Source: an optimization exercise on an open RTL-to-GDS flow (aim: small area). Production flows keep margins and buffers that such runs may drop. In this exercise RTL edits were held to simulation tests only and were not proved equivalent to the original.

Setup of job 102:
==> flow/design.v <==
package cnn_io_pkg;
  localparam int DATA_W     = 16;
  localparam int NUM_PIXELS = 64;
  localparam int FRAME_W    = DATA_W * NUM_PIXELS;
  localparam int PIX_CNT_W  = $clog2(NUM_PIXELS);
  typedef enum logic [1:0] {IDLE, START, WAIT_DONE} state_t;
  function automatic int pix_lo(input int k);
    pix_lo = FRAME_W - (k + 1) * DATA_W;
  endfunction
endpackage
import cnn_io_pkg::*;
module cnn_frame_fill
(
  input  logic               clk,
  input  logic               rst_n,
  input  logic [DATA_W-1:0]  s_data,
  input  logic               s_valid,
  input  logic               s_last,
  input  logic               take,
  output logic               s_ready,
  output logic               fill_full,
  output logic [FRAME_W-1:0] fill_data,
  output logic               err_pulse
);
  logic [PIX_CNT_W-1:0] cnt_reg;
  logic                 full_reg;
  logic                 accept;
  logic                 at_end;
  logic [DATA_W-1:0]    pix_reg;
  logic                 shift_reg;
  logic                 keep_reg;
  logic [FRAME_W-1:0]   buf_reg;
  assign s_ready   = rst_n && !full_reg;
  assign accept    = s_valid && s_ready;
  assign at_end    = (cnt_reg == PIX_CNT_W'(NUM_PIXELS - 1));
  assign err_pulse = accept && (at_end ? !s_last : s_last);
  assign fill_full = full_reg;
  assign fill_data = buf_reg;
  always_ff @(posedge clk or negedge rst_n) begin
    if (!rst_n) begin
      cnt_reg   <= '0;
      full_reg  <= 1'b0;
      shift_reg <= 1'b0;
      keep_reg  <= 1'b1;
    end else begin
      shift_reg <= accept;
      keep_reg  <= !accept;
      if (take)
        full_reg <= 1'b0;
      if (accept) begin
        if (at_end) begin
          cnt_reg  <= '0;
          full_reg <= 1'b1;
        end else if (s_last) begin
          cnt_reg <= '0;
        end else begin
          cnt_reg <= cnt_reg + 1'b1;
        end
      end
    end
  end
  always_ff @(posedge clk) begin
    pix_reg <= s_data;
    buf_reg <= ({FRAME_W{shift_reg}} & {buf_reg[FRAME_W-DATA_W-1:0], pix_reg})
             | ({FRAME_W{keep_reg}}  & buf_reg);
  end
endmodule
import cnn_io_pkg::*;
module cnn_input_loader
#(
  parameter int CNT_W = 16
) (
  input  logic               ap_clk,
  input  logic               ap_rst_n,
  input  logic [DATA_W-1:0]  s_data,
  input  logic               s_valid,
  output logic               s_ready,
  input  logic               s_last,
  input  logic               err_clr,
  output logic               ap_start,
  input  logic               ap_ready,
  input  logic               ap_done,
  output logic [FRAME_W-1:0] conv2d_1_input_V,
  output logic               conv2d_1_input_V_ap_vld,
  output logic               busy,
  output logic [CNT_W-1:0]   frame_count,
  output logic               frame_err
);
  logic               fill_full;
  logic               err_pulse;
  logic [FRAME_W-1:0] fill_data;
  logic               transfer;
  logic               rel_hold;
  logic [FRAME_W-1:0] hold_reg;
  logic               hold_valid_reg;
  logic               start_reg;
  logic               wait_reg;
  logic               err_reg;
  logic [CNT_W-1:0]   count_reg;
  logic               load_reg;
  logic               keep_reg;
  cnn_frame_fill u_fill (
    .clk       (ap_clk),
    .rst_n     (ap_rst_n),
    .s_data    (s_data),
    .s_valid   (s_valid),
    .s_last    (s_last),
    .take      (transfer),
    .s_ready   (s_ready),
    .fill_full (fill_full),
    .fill_data (fill_data),
    .err_pulse (err_pulse)
  );
  assign rel_hold = (start_reg && ap_ready && ap_done) || (wait_reg && ap_done);
  assign transfer = fill_full && (!hold_valid_reg || rel_hold);
  always_ff @(posedge ap_clk or negedge ap_rst_n) begin
    if (!ap_rst_n) begin
      start_reg      <= 1'b0;
      wait_reg       <= 1'b0;
      hold_valid_reg <= 1'b0;
      count_reg      <= '0;
      err_reg        <= 1'b0;
      load_reg       <= 1'b0;
      keep_reg       <= 1'b1;
    end else begin
      start_reg <= start_reg ? !ap_ready : (!wait_reg && hold_valid_reg);
      wait_reg  <= start_reg ? (ap_ready && !ap_done) : (wait_reg && !ap_done);
      load_reg  <= transfer;
      keep_reg  <= !transfer;
      if (transfer)
        hold_valid_reg <= 1'b1;
      else if (rel_hold)
        hold_valid_reg <= 1'b0;
      if (rel_hold)
        count_reg <= count_reg + 1'b1;
      if (err_pulse)
        err_reg <= 1'b1;
      else if (err_clr)
        err_reg <= 1'b0;
    end
  end
  always_ff @(posedge ap_clk) begin
    hold_reg <= ({FRAME_W{load_reg}} & fill_data) | ({FRAME_W{keep_reg}} & hold_reg);
  end
  assign ap_start                = start_reg;
  assign conv2d_1_input_V_ap_vld = start_reg;
  assign conv2d_1_input_V        = hold_reg;
  assign busy                    = hold_valid_reg;
  assign frame_count             = count_reg;
  assign frame_err               = err_reg;
endmodule
export LEC_CHECK = 0
export CAP_MARGIN = 20
export CORE_MARGIN = 2
export CORE_UTILIZATION = 40
export SLEW_MARGIN = 20
create_clock -name core_clock -period 5.0 [get_ports {ap_clk}]
run.sh (not shown) runs the stock make flow with config.mk's settings and CLKGATE_MAP_FILE= SYNTH_SCRIPT=/design/flow/synth_recipe.tcl, a recipe that flattens the netlist after the stock synthesis.
What job 105 does differently from job 102 at the input level:
- setting CTS_BUF_LIST to sky130_fd_sc_hd__clkbuf_4 for the first time
- changing CORE_UTILIZATION from 40 to 70
Notes after the runs:
Comparing job 102 against job 105, there is no change at all in area after synthesis. Min total non-filler cell area in the finished layout across job 102 and job 105: job 105. Job 105: period utilization higher than job 102. The global router's overall resource usage number comes out lower for job 102 vs job 105. In job 105, the minimum period implied by the final worst setup slack came out 0.40 ns above the value in job 102. Detailed-route wire length deteriorates in job 105 relative to job 102.

-- afterwards: timing with drivers on the ports --
No port has a modelled driver above. Below, the same layouts with a new extraction and two added sets of constraints. Step 1 sets driving cells, clkbuf_16 on the clock port and buf_2 on the other inputs (assumed; they add their load-dependent delay and slew). Step 2 also shifts input and output timing later by t, the mid clock arrival at the registers, as if the neighbouring blocks saw the same clock. Slacks: no drivers / after step 1 / after step 2; pairs: no drivers / after step 1.
run | t (ns) | setup slack, ns | hold slack, ns | worst setup path at the end | pins driven straight from the clock port
job 102 | 0.898 | 1.843 / 1.816 / 1.816 | 0.437 / 0.437 / 0.437 | input to output | 1
job 105 | 1.363 | 1.440 / 1.365 / 1.586 | 0.154 / 0.158 / 0.426 | input to output | 1
After both steps setup and hold are still met in every run listed. The setup slack of job 102, which loses most, moves by -0.027 ns with the drivers and by -0.027 ns with both steps.
